What follows belongs to an exercise in optimizing a design on an open flow for small area; a production flow would make more cautious choices.
The RTL was checked by simulation tests, not by an equivalence proof against the original design.
No activity file was given, so power comes from the tool's default toggle rates. No driver is modelled on the clock port, so clocking that relies on it looks cheaper here than on a real chip.

$ cat flow/design.v
module systolic_feeder #(
  parameter int NUM_SIZE     = 16,
  parameter int GRID_SIZE    = 2,
  parameter int BUFFER_LEN   = 32,
  parameter int ADDRESS_LEN  = 5,
  parameter int DRAIN_CYCLES = 3,
  localparam int CHAN_W      = (GRID_SIZE > 1) ? $clog2(GRID_SIZE) : 1
) (
  input  logic                          clk,
  input  logic                          rst,
  input  logic                          wr_en,
  input  logic                          wr_sel,
  input  logic [CHAN_W-1:0]             wr_chan,
  input  logic [ADDRESS_LEN-1:0]        wr_addr,
  input  logic [NUM_SIZE-1:0]           wr_data,
  input  logic [ADDRESS_LEN:0]          len,
  input  logic                          start,
  output logic [NUM_SIZE*GRID_SIZE-1:0] north_input,
  output logic [NUM_SIZE*GRID_SIZE-1:0] west_input,
  output logic                          ce,
  output logic                          busy,
  output logic                          done
);
  localparam int LEN_W = ADDRESS_LEN + 1;
  logic             run_r, busy_r, done_r;
  logic             last_r;         
  logic [LEN_W-1:0] a_r;            
  logic [LEN_W-1:0] len_r;
  logic             mem_valid;      
  logic             idle, drain;
  logic [LEN_W-1:0] len_clamped;
  logic             go, go_run, eq_len;
  logic             en0, en1;
  logic             wr_ok;
  assign idle        = !busy_r && !done_r;
  assign drain       = busy_r && !run_r;
  assign len_clamped = len[LEN_W-1] ? LEN_W'(BUFFER_LEN) : len;
  assign go          = idle && start;
  assign go_run      = go && (len_clamped != '0);
  assign eq_len      = (a_r == len_r);
  assign wr_ok       = idle && wr_en;
  assign en0 = (go_run && mem_valid) || (run_r && !last_r && !eq_len);
  assign en1 = run_r && !last_r;
  always_ff @(posedge clk or posedge rst) begin
    if (rst) begin
      run_r     <= 1'b0;
      busy_r    <= 1'b0;
      done_r    <= 1'b0;
      last_r    <= 1'b0;
      a_r       <= '0;
      len_r     <= '0;
      mem_valid <= 1'b0;
    end else begin
      mem_valid <= 1'b1;
      done_r    <= 1'b0;
      if (idle) begin
        if (start) begin
          len_r <= len_clamped;
          if (len_clamped == '0) begin
            done_r <= 1'b1;
          end else begin
            run_r  <= 1'b1;
            busy_r <= 1'b1;
            last_r <= 1'b0;
            a_r    <= LEN_W'(1);
          end
        end
      end else if (run_r) begin
        if (last_r) begin
          run_r <= 1'b0;
          a_r   <= '0;
        end else begin
          last_r <= eq_len;
          a_r    <= a_r + 1'b1;
        end
      end else if (drain) begin
        if (a_r[1]) begin
          busy_r <= 1'b0;
          done_r <= 1'b1;
          a_r    <= '0;
        end else begin
          a_r <= a_r + 1'b1;
        end
      end
    end
  end
  logic [BUFFER_LEN:0]   dec;
  logic [BUFFER_LEN-1:0] sel0, sel1;
  always_comb begin
    for (int e = 0; e <= BUFFER_LEN; e++) dec[e] = (a_r == LEN_W'(e));
  end
  for (genvar e = 0; e < BUFFER_LEN; e++) begin : g_sel
    sf_and2 u_s0 (.a(en0), .b(dec[e]),   .y(sel0[e]));
    sf_and2 u_s1 (.a(en1), .b(dec[e+1]), .y(sel1[e]));
  end
  logic [BUFFER_LEN-1:0] wdec;
  always_comb begin
    for (int e = 0; e < BUFFER_LEN; e++) wdec[e] = (wr_addr == ADDRESS_LEN'(e));
  end
  logic byp_n, byp_w;
  assign byp_n = go_run && wr_en && !wr_sel && (wr_chan == '0) && (wr_addr == '0);
  assign byp_w = go_run && wr_en &&  wr_sel && (wr_chan == '0) && (wr_addr == '0);
  logic [NUM_SIZE*GRID_SIZE-1:0] north_rd, west_rd;
  for (genvar bi = 0; bi < 2; bi++) begin : g_bus
    for (genvar gi = 0; gi < GRID_SIZE; gi++) begin : g_chan
      logic [NUM_SIZE-1:0]   mem [BUFFER_LEN];
      logic [NUM_SIZE-1:0]   mem_d [BUFFER_LEN];
      logic [BUFFER_LEN-1:0] we, hold, sel;
      logic                  byp;
      logic [NUM_SIZE-1:0]   rd;
      logic wsel;
      assign wsel = wr_ok && (wr_sel == bi[0]) && (wr_chan == CHAN_W'(gi));
      for (genvar e = 0; e < BUFFER_LEN; e++) begin : g_row
        sf_and2  u_we   (.a(wsel), .b(wdec[e]), .y(we[e]));
        sf_and2  u_hold (.a(mem_valid), .b(~(wsel & wdec[e])), .y(hold[e]));
      end
      for (genvar e = 0; e < BUFFER_LEN; e++) begin : g_ent
        for (genvar b = 0; b < NUM_SIZE; b++) begin : g_bit
          sf_wbit u_w (.we(we[e]), .hold(hold[e]), .wd(wr_data[b]), .q(mem[e][b]), .d(mem_d[e][b]));
        end
      end
      always_ff @(posedge clk) begin
        for (int e = 0; e < BUFFER_LEN; e++) mem[e] <= mem_d[e];
      end
      assign byp = (gi == 0) ? ((bi == 0) ? byp_n : byp_w) : 1'b0;
      assign sel = ((gi == 0) ? sel0 : sel1) & ~{{(BUFFER_LEN-1){1'b0}}, byp};
      for (genvar b = 0; b < NUM_SIZE; b++) begin : g_rbit
        logic [32:0] s, d;
        logic [10:0] y_n;
        assign s = {byp, sel};
        for (genvar e = 0; e < BUFFER_LEN; e++) begin : g_d
          assign d[e] = mem[e][b];
        end
        assign d[32] = wr_data[b];
        for (genvar k = 0; k < 10; k++) begin : g_aoi
          sf_aoi222 u_a (.s0(s[3*k]), .d0(d[3*k]), .s1(s[3*k+1]), .d1(d[3*k+1]),
                         .s2(s[3*k+2]), .d2(d[3*k+2]), .y_n(y_n[k]));
        end
        if (gi == 0) begin : g_last3
          sf_aoi222 u_a (.s0(s[30]), .d0(d[30]), .s1(s[31]), .d1(d[31]),
                         .s2(s[32]), .d2(d[32]), .y_n(y_n[10]));
        end else begin : g_last2
          sf_aoi22 u_a (.s0(s[30]), .d0(d[30]), .s1(s[31]), .d1(d[31]), .y_n(y_n[10]));
        end
        sf_nand11 u_n (.a(y_n), .y(rd[b]));
      end
      if (bi == 0) begin : g_n
        assign north_rd[gi*NUM_SIZE +: NUM_SIZE] = rd;
      end else begin : g_w
        assign west_rd[gi*NUM_SIZE +: NUM_SIZE] = rd;
      end
    end
  end
  logic [NUM_SIZE*GRID_SIZE-1:0] north_reg, west_reg;
  always_ff @(posedge clk or posedge rst) begin
    if (rst) begin
      north_reg <= '0;
      west_reg  <= '0;
    end else begin
      north_reg <= north_rd;
      west_reg  <= west_rd;
    end
  end
  assign north_input = north_reg;
  assign west_input  = west_reg;
  assign ce          = busy_r;
  assign busy        = busy_r;
  assign done        = done_r;
endmodule
module sf_wbit (
  input  logic we,
  input  logic hold,
  input  logic wd,
  input  logic q,
  output logic d
);
  assign d = (we & wd) | (hold & q);
endmodule
module sf_aoi222 (
  input  logic s0, d0, s1, d1, s2, d2,
  output logic y_n
);
  assign y_n = ~((s0 & d0) | (s1 & d1) | (s2 & d2));
endmodule
module sf_and2 (
  input  logic a, b,
  output logic y
);
  assign y = a & b;
endmodule
module sf_aoi22 (
  input  logic s0, d0, s1, d1,
  output logic y_n
);
  assign y_n = ~((s0 & d0) | (s1 & d1));
endmodule
module sf_nand11 (
  input  logic [10:0] a,
  output logic        y
);
  assign y = ~(&a);
endmodule
$ cat flow/flow/run.sh
#!/bin/bash
set -o pipefail
export CTS_ARGS="-sink_clustering_enable -repair_clock_nets -dont_use_dummy_load -buf_list sky130_fd_sc_hd__clkbuf_16 -sink_clustering_size 26 -sink_clustering_max_diameter 75"
export BUFFER_PORTS_ARGS="-buffer_cell sky130_fd_sc_hd__buf_1"
bash standard.sh > standard_flow.log 2>&1
$ cat flow/standard.sh
#!/bin/bash
# synth_recipe.tcl (not shown) runs the flow's synth.tcl, then flattens the netlist and writes it again
# the make line also repeats each setting of config.mk as NAME=value (left out here)
make -C /OpenROAD-flow-scripts/flow DESIGN_CONFIG=/design/flow/config.mk WORK_HOME=/design/flow/orfs CLKGATE_MAP_FILE= SYNTH_SCRIPT=/design/flow/synth_recipe.tcl "${@:-finish}"
$ cat flow/config.mk
export PLATFORM = sky130hd
export DESIGN_NAME = systolic_feeder
export DESIGN_NICKNAME = systolic_feeder
export VERILOG_FILES = /design/flow/design.v
export SDC_FILE = /design/flow/constraint.sdc
export NUM_CORES = 4
export LEC_CHECK = 0
export CAP_MARGIN = 5
export CORE_MARGIN = 2
export CORE_UTILIZATION = 60
export SLEW_MARGIN = 5
export SYNTH_HIERARCHICAL = 1
$ cat flow/constraint.sdc
create_clock -name core_clock -period 7.0 [get_ports {clk}]
set_input_delay 1.4000 -clock core_clock [delete_from_list [all_inputs] [get_ports {clk}]]
set_output_delay 1.4000 -clock core_clock [all_outputs]
set_load 0.01 [all_outputs]
==> reports/qor.csv, run 1 <==
metric,value,unit
status,no timing/DRC/antenna violations,
setup_violations,0,
internal_power,15.0,mW
ir_drop,258,uV
p_sw_share,25.4,%
grt_max_degree,95,
fmax,0.215,GHz
fin_setup_tns,0,ps
synth_top_area_share,56.0,%
tightest_slew,1420,ps
hold_path_depth,1,
p_clk_share,31.7,%
syn_nets,5843,
async_reset_ff_share,3.80,%
ys_types,44,
yosys.area_share.xor_xnor,0.0717,%
via_count,61000,
syn_inst,5806,
cpPeakStageDelay,580,ps
dr.pass1.iters,13,
hold_buffers,0,
hold_viol_final,0,
fillCellCount,9290,
register_area,43000,sq um
synth_compound_area_share,34.5,%
use_met1,57.3,%
initial_utilization,60.3,%
min_period,4660,ps
rows,128,
timing.slew.headroom,4.92,%
combPwrFrac,7.2,%
min_period_over_period,66.5,%
io_pins,100,
cts_resized,0,
cts-root-buf,clkbuf_16,
fin_worst_skew,64.3,ps
cts_tree,built,
crit_family,compound AO/OA/AOI/OAI gates,
drv_slew,0,
via_per_inst,7.92,
synth.area.mux_share,0.0461,%
power_leakage,29.4,nW
path_max_fanout,32,
ys_ff_latch,2129,
drt_iter0_markers,11500,
synthSimpleGateAreaFrac,6.42,%
arrival,5240,ps
rsz0062_at_grt,no,
place_ws,1710,ps
holdCritStartpoint,g_bus[0].g_chan[0].mem[10][11],
detail-route-antenna-nets,0,
final.setup.worst_slack,2340,ps
largest_register_ffs,2048,
r2r_end,north_reg[6],
r2r_slack,2540,ps
synthAdderAreaFrac,0.0683,%
clk_pin_slew,60,ps
dpl_cell_area,76500,sq um
numCtsBuffers,101,
critPathLaunchType,input port,
dp.final_hpwl,167000,um
syn_avg_cell_area,12.6,sq um
ys_seq_area_share,58.7,%
synth_flop_cell,dfxtp_1,
holdWs,473,ps
grt_usage,41.8,%
fp.dieW,353,um
worst-path-buf-inv,1,
fin_area,79000,sq um
use_met3,9.48,%
drc,0,
antenna_found_initial,7,
critical_path_class,input port to flip-flop,
gr-total-overflow,0,
slowest_stage,or4_4,
cp-end-kind,flip-flop,
grtUsageMet2,60.4,%
reg2reg_from,a_r[4],
synth_area,73300,sq um
nNetsFinal,6117,
htreeDepth,3,
grt_pass1_wl,397000,um
worst_ep_required_time,7580,ps
cts_setup_buffers,0,
clock_latency,760,ps
synth_largest_area_cell,dfxtp_1,
synth_top_cells_by_area,"dfxtp_1, a22o_1, a222oi_1, dfrtp_1, and2_1",
wl_per_cell,35.5,um
synth-edff-count,0,
portBuffers,99,
power_density,254,nW/um^2
p_switching,5.09,mW
hold-path-endpoint,g_bus[0].g_chan[0].mem[10][11],
clockBufferDepth,3,
yosysWarnings,19,
synthTopCellsByCount,"a22o_1, dfxtp_1, a222oi_1",
grt_pass1_vias,56700,
dieArea,125000,sq um
coreArea,122000,sq um
drive_gt1_share,4.75,%
ff2ff_path_depth,9,
syn_to_final_growth,7.82,%
hold_path.class,flip-flop to flip-flop,
pwr-share-seq,61.1,%
cts_sinks,2129,
crit_chain,"buf_1, or4_4, o311a_4, a21o_1, and2_1, o21a_1, a222oi_1, nand4_1, or3_1",
busiest_layer,met2,
place_congestion,0.937,
multiInputGateArea,30100,sq um
synth_top_family_by_area,compound AO/OA/AOI/OAI gates,
cap_violations,0,
postRouteWirelength,273000,um
die_h,353,um
-- final cells by class --
cell class	count	area share [%]
Sequential cell	2129	54.5
Antenna cell	8	0.0253
Tap cell	1625	2.57
Timing Repair Buffer	197	1.54
Clock buffer	101	3.20
Inverter	8	0.0412
Multi-Input combinational cell	3643	38.2
-- power groups by stage --
stage	sequential, mW	combinational, mW	clock [mW]
after global placement	12.5	1.35	0
after floorplan	12.5	0.603	0
after global routing	12.3	1.46	6.76
after CTS	12.3	1.37	6.35
final	12.3	1.44	6.36
after detailed placement	12.5	1.37	0
-- per-module statistics from Yosys, one instance, submodules excluded --
module	cells inside	times used	cell area, sq um	flops+latches
sf_and2	1	320	6.26	0
sf_aoi222	1	672	10.0	0
sf_aoi22	1	32	12.5	0
sf_nand11	4	64	23.8	0
systolic_feeder	2478	1	44700	2129
sf_wbit	1	2048	8.76	0
-- worst max-delay path by stage --
stage	from	to	slack, ps	cells past startpoint
4_1_cts	len[5]	north_reg[0]	2510	8
6_report	len[5]	north_reg[6]	2340	9
3_3_place_gp	len[5]	north_reg[0]	1840	8
3_5_place_dp	len[5]	north_reg[0]	1710	8
5_1_grt	len[5]	north_reg[6]	2330	9
2_1_floorplan	len[4]	north_reg[0]	2890	7
-- cells in the final DEF (no fill, tap or decap), types with 3 or more instances in the layout --
master and instances:
clkbuf_16 101, a222oi_1 672, xor2_1 6, dfxtp_1 2048, clkbuf_4 16, inv_1 7, nand3_1 67, nand2_1 153
and2_2 23, nand2b_1 14, nor2_1 65, a21oi_1 6, nand4_1 128, a22o_1 2048, ha_1 4, mux2_2 3
a22oi_2 32, nor2b_1 3, buf_12 4, nor2_2 3, nor3_1 11, o31ai_1 4, nand3b_1 4, buf_1 83
diode_2 8, and2_1 297, or3_1 66, dfrtp_1 80, buf_4 94, o21ai_0 7
-- through the flow --
stage               utilization (%)  power [mW]  cells
global placement               62.9        13.9   7602
floorplan                         -        13.1   5806
global route                   65.0        20.5   7703
detailed placement             62.9        13.9   7602
finish                         65.0        20.1   7711
CTS                            65.0        20.0   7703
-- layer usage --
metal  wire length (um)  share of wire (%)  vias to the layer above
li1                   -                  -                    25500
met1             105000                 38                    30100
met2             115000                 42                     4693
met3              34200                 12                      743
met4              19500                7.1                        2
met5                 19             0.0069                        -
-- cell families after synthesis --
kind of cell / after synthesis
multiplexers: 3
XOR/XNOR: 6
other: 1
buffers and inverters: 34
flip-flops: 2129
adder cells (fa/ha/maj): 4
AND/OR/NAND/NOR: 850
AO/OA/AOI/OAI: 2779
==> run 2: changes to the inputs <==
--- a/flow/config.mk
+++ b/flow/config.mk
@@ -8,5 +8,5 @@
 export CAP_MARGIN = 5
 export CORE_MARGIN = 2
-export CORE_UTILIZATION = 60
+export CORE_UTILIZATION = 70
 export SLEW_MARGIN = 5
 export SYNTH_HIERARCHICAL = 1
==> reports/qor.csv, run 2 <==
metric,value,unit
drv_slew,0,
via_per_inst,8.35,
layout_common_cells,"a22o_1, dfxtp_1, a222oi_1",
cts-root-buf,clkbuf_16,
io_pins,100,
dp.final_hpwl,160000,um
syn_inst,5806,
cp-end-kind,flip-flop,
syn_nets,5843,
combPwrFrac,7.0,%
hold_path.class,flip-flop to flip-flop,
clock_latency,720,ps
pwr-share-seq,62.2,%
cts_resized,0,
path_max_fanout,32,
cts_sinks,2129,
grt_max_degree,131,
grt_pass1_wl,388000,um
rsz0062_at_grt,no,
antenna_found_initial,14,
clk_pin_slew,100,ps
hold_viol_final,0,
dr.pass1.iters,13,
setup_violations,0,
drive_gt1_share,4.49,%
synth_area,73300,sq um
hold_buffers,0,
htreeDepth,3,
fmax,0.217,GHz
place_ws,1850,ps
synth_top_cells_by_area,"dfxtp_1, a22o_1, a222oi_1, dfrtp_1, and2_1",
cts_tree,built,
fin_worst_skew,45.7,ps
detail-route-antenna-nets,0,
syn_avg_cell_area,12.6,sq um
ys_types,44,
critical_path_class,input port to flip-flop,
holdWs,479,ps
p_clk_share,30.8,%
numCtsBuffers,93,
multiInputGateArea,30100,sq um
status,no timing/DRC/antenna violations,
tightest_slew,1390,ps
drc,0,
min_period,4610,ps
synth_top_area_share,56.0,%
drt_iter0_markers,13500,
min_period_over_period,65.9,%
p_sw_share,25.1,%
yosysWarnings,19,
wl_per_cell,35.6,um
ys_ff_latch,2129,
dieArea,107000,sq um
async_reset_ff_share,3.80,%
fp.dieW,328,um
grt_pass1_vias,57500,
total_power,19.7,mW
nNetsFinal,6117,
register_area,43000,sq um
cts_setup_buffers,0,
postRouteWirelength,265000,um
arrival,5240,ps
timing.slew.headroom,6.91,%
synthTopCellsByCount,"a22o_1, dfxtp_1, a222oi_1",
internal_power,14.8,mW
place_congestion,0.971,
synth_largest_area_cell,dfxtp_1,
power_density,251,nW/um^2
ir_drop,261,uV
critPathLaunchType,input port,
fillCellCount,7008,
ys_seq_area_share,58.7,%
rows,118,
gr-total-overflow,0,
cap_violations,0,
syn_to_final_growth,7.15,%
worst_ep_required_time,7630,ps
p_switching,4.96,mW
grt_usage,47.4,%
coreArea,104000,sq um
largest_register_ffs,2048,
synth-edff-count,0,
synth_flop_cell,dfxtp_1,
power_leakage,29.3,nW
portBuffers,99,
fin_setup_tns,0,ps
via_count,62300,
final.setup.worst_slack,2390,ps
clockBufferDepth,3,
initial_utilization,70.7,%
final_core_util,75.8,%
die_h,328,um
## run 2: critical path, cell delays in order
cell	delay [ps]
buf_1	170
or4_4	620
o311a_4	370
a21o_1	510
and2_1	370
o21a_1	420
a222oi_1	490
nand4_1	400
or3_1	470
## run 2: final timing paths
path,start,end,slack [ps],depth (start not counted)
min in group asynchronous,rst,west_reg[18],810,2
min reg2reg,g_bus[1].g_chan[1].mem[17][11],g_bus[1].g_chan[1].mem[17][11],480,1
max in group asynchronous,rst,mem_valid,4880,3
max reg2reg,busy_r,west_reg[1],2870,8
min,g_bus[1].g_chan[1].mem[17][11],g_bus[1].g_chan[1].mem[17][11],480,1
max,len[4],west_reg[1],2390,9
## run 2: metrics by stage
step                      cells  instance area (sq um)
after floorplan            5806                  73300
after global placement     7363                  76200
after detailed placement   7363                  76200
after CTS                  7456                  78500
after global routing       7458                  78500
final                      7459                  78500
## run 2: power groups by stage
stage	Combinational [mW]	Clock (mW)	Sequential, mW
finish	1.38	6.08	12.3
global route	1.39	6.45	12.3
CTS	1.30	6.03	12.3
detailed placement	1.29	0	12.5
global placement	1.28	0	12.5
floorplan	0.603	0	12.5
## run 2: cell families after synthesis
family | after synthesis | share of synthesized area, %
other | 1 | 0.00512
AND/OR/NAND/NOR | 850 | 6.42
AO/OA/AOI/OAI | 2779 | 34.5
multiplexers | 3 | 0.0461
XOR/XNOR | 6 | 0.0717
flip-flops | 2129 | 58.7
buffers and inverters | 34 | 0.207
adder cells (fa/ha/maj) | 4 | 0.0683
## run 2: Yosys stat by module (local to each module, per instance)
module,copies in the design,cells inside,flops+latches
sf_and2,320,1,0
sf_aoi22,32,1,0
sf_aoi222,672,1,0
sf_nand11,64,4,0
sf_wbit,2048,1,0
systolic_feeder,1,2478,2129
## run 2: cell type report
class                           instances  share of cell area [%]
Antenna cell                            1                 0.00319
Timing Repair Buffer                  205                    1.62
Multi-Input combinational cell       3643                    38.4
Clock buffer                           93                    2.96
Tap cell                             1380                    2.20
Inverter                                8                  0.0414
Sequential cell                      2129                    54.8
## run 2: per-layer routing
metal | GRT usage [%] | vias up | share of wire [%]
li1 | - | 25400 | -
met4 | 32.2 | 16 | 8.8
met5 | 0 | - | 0.043
met2 | 68.1 | 5499 | 41
met1 | 63.5 | 30300 | 36
met3 | 11.5 | 1040 | 14
==> run 3: changes to the inputs <==
==> flow/flow/run.sh (replaced) <==
#!/bin/bash
set -o pipefail
export CTS_ARGS="-sink_clustering_enable -repair_clock_nets -dont_use_dummy_load -buf_list sky130_fd_sc_hd__clkbuf_16 -sink_clustering_size 30 -sink_clustering_max_diameter 85"
export BUFFER_PORTS_ARGS="-buffer_cell sky130_fd_sc_hd__buf_1"
bash standard.sh > standard_flow.log 2>&1
--- a/flow/config.mk
+++ b/flow/config.mk
@@ -8,5 +8,5 @@
 export CAP_MARGIN = 5
 export CORE_MARGIN = 2
-export CORE_UTILIZATION = 70
+export CORE_UTILIZATION = 60
 export SLEW_MARGIN = 5
 export SYNTH_HIERARCHICAL = 1
==> reports/qor.csv, run 3 <==
metric,value,unit
portBuffers,99,
cpPeakStageDelay,580,ps
largest_register_ffs,2048,
worst_ep_required_time,7580,ps
htreeDepth,3,
synth_top_cells_by_area,"dfxtp_1, a22o_1, a222oi_1, dfrtp_1, and2_1",
critical_path_class,input port to flip-flop,
fin_setup_tns,0,ps
dieArea,125000,sq um
synth_flop_cell,dfxtp_1,
drv_slew,0,
grt_max_degree,95,
holdWs,477,ps
synth_largest_area_cell,dfxtp_1,
multiInputGateArea,30100,sq um
cts_resized,0,
slowest_stage,or4_4,
hold_viol_final,0,
via_per_inst,7.89,
register_area,43000,sq um
antenna_found_initial,9,
drc,0,
cap_violations,0,
r2r_slack,2600,ps
cts_sinks,2129,
syn_nets,5843,
arrival,5240,ps
hold_buffers,0,
postRouteWirelength,273000,um
synthTopCellsByCount,"a22o_1, dfxtp_1, a222oi_1",
crit_chain,"buf_1, or4_4, o311a_4, a21o_1, and2_1, o21a_1, a222oi_1, nand4_1, or3_1",
status,no timing/DRC/antenna violations,
via_count,60700,
fin_area,78500,sq um
cts_tree,built,
synth-edff-count,0,
drt_iter0_markers,12100,
setup_violations,0,
async_reset_ff_share,3.80,%
syn_inst,5806,
rows,128,
io_pins,100,
tightest_slew,1350,ps
hold_path.class,flip-flop to flip-flop,
ys_ff_latch,2129,
coreArea,122000,sq um
syn_to_final_growth,7.13,%
cts-root-buf,clkbuf_16,
fp.dieW,353,um
synth_area,73300,sq um
dpl_cell_area,76500,sq um
fillCellCount,9353,
grt_pass1_wl,395000,um
gr-total-overflow,0,
critPathLaunchType,input port,
timing.slew.headroom,9.72,%
initial_utilization,60.3,%
numCtsBuffers,81,
yosysWarnings,19,
path_max_fanout,32,
rsz0062_at_grt,no,
fin_worst_skew,44.5,ps
cts_setup_buffers,0,
dr.pass1.iters,10,
grt_pass1_vias,56400,
ir_drop,238,uV
total_power,19.5,mW
synth_top_area_share,56.0,%
wl_per_cell,35.5,um
layout_common_cells,"a22o_1, dfxtp_1, a222oi_1",
ys_seq_area_share,58.7,%
cp-end-kind,flip-flop,
dp.final_hpwl,167000,um
drive_gt1_share,4.44,%
die_h,353,um
place_congestion,0.937,
fmax,0.215,GHz
detail-route-antenna-nets,0,
power_density,249,nW/um^2
min_period,4650,ps
crit_family,compound AO/OA/AOI/OAI gates,
nNetsFinal,6097,
grt_usage,41.6,%
min_period_over_period,66.5,%
clockBufferDepth,3,
ys_types,44,
power_leakage,29.1,nW
clk_pin_slew,110,ps
worst-path-buf-inv,1,
syn_avg_cell_area,12.6,sq um
clock_latency,720,ps
run 3: cell counts after synthesis:
Identical to the previous run, type by type.
run 3: cells by family (layout without fill, tap and decap cells):
kind of cell | Yosys count | count (layout) | share of synthesized area [%]
simple gates | 850 | 850 | 6.42
mux | 3 | 3 | 0.0461
compound gates | 2779 | 2779 | 34.5
xor+xnor | 6 | 6 | 0.0717
flops | 2129 | 2129 | 58.7
buf+inv | 34 | 286 | 0.207
fa+ha+maj | 4 | 4 | 0.0683
other cells | 1 | 7 | 0.00512
run 3: worst register-to-register path, stage by stage, from the launching register on:
cell and delay, ps:
dfrtp_1 780, xor2_1 140, nor4_1 460, a21oi_1 190
a21o_1 550, and2_1 390, o21a_1 410, a222oi_1 510
nand4_1 400, or3_1 470
run 3: per-module statistics from Yosys (local to each module, per instance):
module,copies in the design,flops+latches,cells
sf_nand11,64,0,4
sf_aoi222,672,0,1
sf_aoi22,32,0,1
sf_and2,320,0,1
systolic_feeder,1,2129,2478
sf_wbit,2048,0,1
run 3: layer usage:
layer / up-vias / track usage [%] / part of all wire (%) / routed length, um
li1: 25400 / - / - / -
met1: 29800 / 57.3 / 38 / 104000
met2: 4698 / 60.1 / 42 / 114000
met3: 726 / 8.64 / 13 / 34400
met4: 2 / 25.7 / 7.2 / 19700
met5: - / 0 / 0.0026 / 7
run 3: area by class of cell:
type	count	area share (%)
Inverter	8	0.0414
Multi-Input combinational cell	3643	38.4
Antenna cell	6	0.0191
Sequential cell	2129	54.8
Tap cell	1625	2.59
Clock buffer	81	2.58
Timing Repair Buffer	197	1.55
run 3: path summary, 6_finish.rpt:
path                                           startpoint                        endpoint  cells past startpoint
min in group asynchronous                             rst                   north_reg[24]                      2
min                        g_bus[1].g_chan[1].mem[10][15]  g_bus[1].g_chan[1].mem[10][15]                      1
max                                                len[5]                    north_reg[6]                      9
max reg2reg                                        a_r[4]                    north_reg[6]                      9
max in group asynchronous                             rst                        len_r[3]                      3
min reg2reg                g_bus[1].g_chan[1].mem[10][15]  g_bus[1].g_chan[1].mem[10][15]                      1
run 3: through the flow:
step           std cells  worst slack [ps]  utilization, %
6_report            7689              2350            64.6
5_1_grt             7683              2340            64.6
4_1_cts             7683              2480            64.6
3_5_place_dp        7602              1710            62.9
3_3_place_gp        7602              1840            62.9
2_1_floorplan       5806              2890               -
run 3: where the power goes:
group	internal [mW]	total, mW	switching [mW]
clock	2.10	5.80	3.70
sequential	12.2	12.3	0.0957
combinational	0.226	1.44	1.21
total	14.5	19.5	5.00
==> run 4: changes to the inputs <==
--- a/flow/config.mk
+++ b/flow/config.mk
@@ -8,5 +8,5 @@
 export CAP_MARGIN = 5
 export CORE_MARGIN = 2
-export CORE_UTILIZATION = 60
+export CORE_UTILIZATION = 70
 export SLEW_MARGIN = 5
 export SYNTH_HIERARCHICAL = 1
==> reports/qor.csv, run 4 <==
metric,value,unit
path_max_fanout,32,
ff2ff_path_depth,8,
power_density,248,nW/um^2
rows,118,
arrival,5300,ps
coreArea,104000,sq um
syn_avg_cell_area,12.6,sq um
via_per_inst,8.36,
dp.final_hpwl,160000,um
worst_ep_required_time,7610,ps
io_pins,100,
final.setup.worst_slack,2310,ps
holdWs,480,ps
layout_common_cells,"a22o_1, dfxtp_1, a222oi_1",
synth_top_area_share,56.0,%
cts-root-buf,clkbuf_16,
ys_ff_latch,2129,
drc,0,
met3WireLength,38100,um
fp.dieW,328,um
via_count,62300,
critPathLaunchType,input port,
async_reset_ff_share,3.80,%
cp-end-kind,flip-flop,
cts_tree,built,
postRouteWirelength,264000,um
rsz0062_at_grt,no,
detail-route-antenna-nets,0,
wl_met1,93700,um
ys_seq_area_share,58.7,%
setup_violations,0,
syn_inst,5806,
hold_path.class,flip-flop to flip-flop,
clk_pin_slew,110,ps
min_period_over_period,66.9,%
ir_drop,271,uV
critical_path_class,input port to flip-flop,
fmax,0.213,GHz
synth-edff-count,0,
place_ws,1850,ps
grt_pass1_wl,386000,um
drive_gt1_share,4.30,%
clockBufferDepth,3,
drv_slew,9,
cts_setup_buffers,0,
gr-total-overflow,0,
die_h,328,um
synth_flop_cell,dfxtp_1,
place_congestion,0.971,
clock_latency,730,ps
syn_to_final_growth,6.76,%
grt_max_degree,131,
synth_area,73300,sq um
nNetsFinal,6104,
wl_per_cell,35.5,um
synth_top_cells_by_area,"dfxtp_1, a22o_1, a222oi_1, dfrtp_1, and2_1",
grt_usage,47.2,%
so_faults,"capacitance limit, slew limit",
largest_register_ffs,2048,
hold_path_depth,1,
portBuffers,99,
syn_nets,5843,
dr.pass1.iters,11,
power_leakage,29.1,nW
cap_violations,1,
timing.slew.headroom,-0.983,%
hold_buffers,0,
initial_utilization,70.7,%
dr_wl_met2,110000,um
fin_worst_skew,58.4,ps
antenna_found_initial,14,
numCtsBuffers,81,
hold_viol_final,0,
tightest_slew,1510,ps
status,"complete, but fails checks",
cts_sinks,2129,
synth_largest_area_cell,dfxtp_1,
drt_iter0_markers,13900,
grt_pass1_vias,57100,
dieArea,107000,sq um
synthTopCellsByCount,"a22o_1, dfxtp_1, a222oi_1",
ys_types,44,
fin_setup_tns,0,ps
cts_resized,0,
yosysWarnings,19,
top_layer_used,met5,
htreeDepth,3,
min_period,4690,ps
-- run 4: area by class of cell --
| cell class | instances | area [sq um] |
|---|---|---|
| well taps | 1380 | 1730 |
| repair buffers | 204 | 1260 |
| diodes | 9 | 22.5 |
| clock buffers | 81 | 2030 |
| fillers | 7060 | 25400 |
| inverters | 8 | 32.5 |
| flip-flops and latches | 2129 | 43000 |
| multi-input cells | 3643 | 30100 |
-- run 4: worst paths after layout --
check / startpoint / to / slack, ps
max: len[4] / west_reg[7] / 2310
min in group asynchronous: rst / west_reg[18] / 820
min reg2reg: g_bus[0].g_chan[0].mem[12][10] / g_bus[0].g_chan[0].mem[12][10] / 480
max reg2reg: busy_r / west_reg[7] / 2800
min: g_bus[0].g_chan[0].mem[12][10] / g_bus[0].g_chan[0].mem[12][10] / 480
max in group asynchronous: rst / mem_valid / 4910
-- run 4: layer usage --
layer / vias to the layer above / track usage, %
li1: 25400 / -
met2: 5576 / 68.1
met4: 22 / 30.9
met1: 30300 / 63.3
met5: - / 0
met3: 1034 / 11.7
-- run 4: kinds of logic after synthesis --
kind of cell / count (synthesis) / synth area share (%)
compound gates: 2779 / 34.5
xor+xnor: 6 / 0.0717
fa+ha+maj: 4 / 0.0683
buf+inv: 34 / 0.207
flops: 2129 / 58.7
mux: 3 / 0.0461
other cells: 1 / 0.00512
simple gates: 850 / 6.42
-- run 4: where the power goes --
group	switching (mW)	internal, mW	total, mW	leakage (nW)
clock	3.61	2.10	5.71	0.998
combinational	1.16	0.218	1.38	10.6
sequential	0.0942	12.2	12.3	17.6
total	4.87	14.5	19.4	29.1
-- run 4: critical path, cell delays in order --
cell and delay, ps:
buf_1 170, or4_4 620, o311a_4 360, a21o_1 500, and2_1 360, o21a_1 430, a222oi_1 470, nand4_1 450
or3_1 500
-- run 4: metrics by stage --
| stage | total power, mW | std cells | area [sq um] | utilization (%) |
|---|---|---|---|---|
| floorplan | 13.1 | 5806 | 73300 | - |
| global placement | 13.8 | 7363 | 76200 | 73.5 |
| detailed placement | 13.8 | 7363 | 76200 | 73.5 |
| CTS | 19.2 | 7444 | 78200 | 75.4 |
| global route | 19.8 | 7445 | 78200 | 75.5 |
| finish | 19.4 | 7454 | 78200 | 75.5 |
-- run 4: per-module statistics from Yosys (local to each module, per instance) --
module,times used,flops+latches
sf_aoi22,32,0
sf_nand11,64,0
sf_and2,320,0
systolic_feeder,1,2129
sf_wbit,2048,0
sf_aoi222,672,0
==> run 5: changes to the inputs <==
==> flow/flow/run.sh (replaced) <==
#!/bin/bash
set -o pipefail
export CTS_ARGS="-sink_clustering_enable -repair_clock_nets -dont_use_dummy_load -buf_list sky130_fd_sc_hd__clkbuf_16 -sink_clustering_size 24 -sink_clustering_max_diameter 70"
export BUFFER_PORTS_ARGS="-buffer_cell sky130_fd_sc_hd__buf_1"
bash standard.sh > standard_flow.log 2>&1
--- a/flow/config.mk
+++ b/flow/config.mk
@@ -6,7 +6,10 @@
 export NUM_CORES = 4
 export LEC_CHECK = 0
-export CAP_MARGIN = 5
+export CAP_MARGIN = 20
 export CORE_MARGIN = 2
-export CORE_UTILIZATION = 70
-export SLEW_MARGIN = 5
+export CORE_UTILIZATION = 60
+export CTS_BUF_LIST = sky130_fd_sc_hd__clkbuf_16
+export CTS_CLUSTER_DIAMETER = 70
+export CTS_CLUSTER_SIZE = 24
+export SLEW_MARGIN = 20
 export SYNTH_HIERARCHICAL = 1
==> reports/qor.csv, run 5 <==
metric,value,unit
status,no timing/DRC/antenna violations,
final.setup.worst_slack,2340,ps
total_power,20.5,mW
synth_top_family_by_area,compound AO/OA/AOI/OAI gates,
rsz0062_at_grt,no,
r2r_end,north_reg[0],
power_leakage,29.5,nW
clk_pin_slew,90,ps
tightest_slew,1320,ps
cts_tree,built,
place_ws,1710,ps
dieArea,125000,sq um
synth_area,73300,sq um
dr.pass1.iters,14,
place_congestion,0.937,
synth.area.mux_share,0.0461,%
cts_resized,0,
layout_common_cells,"a22o_1, dfxtp_1, a222oi_1",
synth_compound_area_share,34.5,%
holdCritStartpoint,g_bus[0].g_chan[1].mem[15][6],
drt_iter0_markers,11600,
cts_setup_buffers,0,
critPathLaunchType,input port,
largest_register_ffs,2048,
ys_ff_latch,2129,
cts_sinks,2129,
synth-edff-count,0,
synth_flop_cell,dfxtp_1,
critical_path_class,input port to flip-flop,
io_pins,100,
fin_setup_tns,0,ps
hold_path_depth,1,
dpl_cell_area,76500,sq um
nNetsFinal,6132,
detail-route-antenna-nets,0,
syn_avg_cell_area,12.6,sq um
synthSimpleGateAreaFrac,6.42,%
drive_gt1_share,5.07,%
via_count,61200,
grt_usage,41.8,%
power_density,258,nW/um^2
r2r_slack,2550,ps
min_period_over_period,66.6,%
cap_violations,0,
hold_path.class,flip-flop to flip-flop,
hold-path-endpoint,g_bus[0].g_chan[1].mem[15][6],
ir_drop,246,uV
grt_max_degree,95,
arrival,5300,ps
yosys.area_share.xor_xnor,0.0717,%
syn_nets,5843,
initial_utilization,60.3,%
cp-end-kind,flip-flop,
portBuffers,99,
setup_violations,0,
grt_pass1_wl,397000,um
hold_buffers,0,
hold_viol_final,0,
postRouteWirelength,274000,um
cts-root-buf,clkbuf_16,
drv_slew,0,
syn_to_final_growth,8.32,%
ys_seq_area_share,58.7,%
clock_latency,790,ps
synthAdderAreaFrac,0.0683,%
min_period,4660,ps
synth_largest_area_cell,dfxtp_1,
path_max_fanout,32,
fp.dieW,353,um
synthTopCellsByCount,"a22o_1, dfxtp_1, a222oi_1",
fin_worst_skew,67.3,ps
gr-total-overflow,0,
via_per_inst,7.92,
drc,0,
worst_ep_required_time,7630,ps
htreeDepth,3,
syn_inst,5806,
reg2reg_from,a_r[4],
synth_top_cells_by_area,"dfxtp_1, a22o_1, a222oi_1, dfrtp_1, and2_1",
timing.slew.headroom,11.7,%
fin_area,79400,sq um
coreArea,122000,sq um
clockBufferDepth,3,
ff2ff_path_depth,8,
fmax,0.214,GHz
dp.final_hpwl,167000,um
die_h,353,um
rows,128,
grt_pass1_vias,57000,
async_reset_ff_share,3.80,%
yosysWarnings,19,
wl_per_cell,35.5,um
ys_types,44,
antenna_found_initial,11,
numCtsBuffers,115,
synth_top_area_share,56.0,%
## run 5: cell counts after synthesis
No cell type changed its count.
## run 5: layer usage
metal,track usage [%],part of all wire [%],wire [um],up-vias
met5,0,0.012,34,-
met4,25.6,7.2,19800,6
met3,9.12,13,34900,789
met2,60.5,42,115000,4773
met1,57.4,38,104000,30100
li1,-,-,-,25500
## run 5: modules after synthesis, one instance, submodules excluded
module	flops+latches	cell area, sq um	cells
sf_and2	0	6.26	1
sf_aoi22	0	12.5	1
sf_aoi222	0	10.0	1
sf_nand11	0	23.8	4
sf_wbit	0	8.76	1
systolic_feeder	2129	44700	2478
## run 5: stage by stage
step | instances | util (%) | hold WS, ps
after CTS | 7717 | 65.3 | 470
after global routing | 7718 | 65.3 | 475
after floorplan | 5806 | - | 438
final | 7725 | 65.3 | 473
after detailed placement | 7602 | 62.9 | 451
after global placement | 7602 | 62.9 | 451
## run 5: worst max-delay path: stages
cell	delay, ps
buf_1	130
or4_4	580
o311a_4	390
a21o_1	580
and2_2	690
a222oi_1	540
nand4_1	470
or3_1	480
## run 5: logic make-up after synthesis
| logic type | count (synthesis) |
|---|---|
| compound gates | 2779 |
| fa+ha+maj | 4 |
| flops | 2129 |
| xor+xnor | 6 |
| mux | 3 |
| buf+inv | 34 |
| simple gates | 850 |
| other cells | 1 |
## run 5: power breakdown
group / internal [mW] / switching [mW] / leakage (nW) / total, mW
registers: 12.2 / 0.0956 / 17.6 / 12.3
clock network: 2.90 / 3.84 / 1.42 / 6.74
logic: 0.226 / 1.21 / 10.5 / 1.44
## run 5: worst max-delay path by stage
stage                 from            to  slack, ps  depth (start not counted)
CTS                 len[5]  north_reg[0]       2510                          8
detailed placement  len[5]  north_reg[0]       1710                          8
global placement    len[5]  north_reg[0]       1840                          8
global route        len[5]   west_reg[1]       2320                          9
finish              len[5]  north_reg[0]       2340                          8
floorplan           len[4]  north_reg[0]       2890                          7
## run 5: area by class of cell
class / count / area (sq um)
Antenna cell: 7 / 17.5
Clock buffer: 115 / 2880
Fill cell: 9250 / 42200
Inverter: 8 / 32.5
Multi-Input combinational cell: 3643 / 30200
Sequential cell: 2129 / 43000
Tap cell: 1625 / 2030
Timing Repair Buffer: 198 / 1220

## what the ideal ports hide
The results above use ideal ports. As a check the final layouts listed here were re-extracted and re-timed, cells and wires unchanged. Step 1 assumes that a clkbuf_16 drives the clock port and a buf_2 every other input. Step 2 also shifts input and output timing later by t, the mid clock arrival at the registers, as if the neighbouring blocks saw the same clock. Slacks: no drivers / after step 1 / after step 2; pairs: no drivers / after step 1.
run | t, ns | setup WS [ns] | cell pins on the clock port's net
run 1 | 0.819 | 2.344 / 2.403 / 1.584 | 1
run 2 | 0.794 | 2.389 / 2.410 / 1.616 | 1
run 3 | 0.785 | 2.347 / 2.407 / 1.621 | 1
run 4 | 0.784 | 2.315 / 2.333 / 1.549 | 1
run 5 | 0.837 | 2.338 / 2.395 / 1.558 | 1
The setup slack of run 5, which loses most, moves by +0.057 ns with the drivers and by -0.780 ns with both steps.
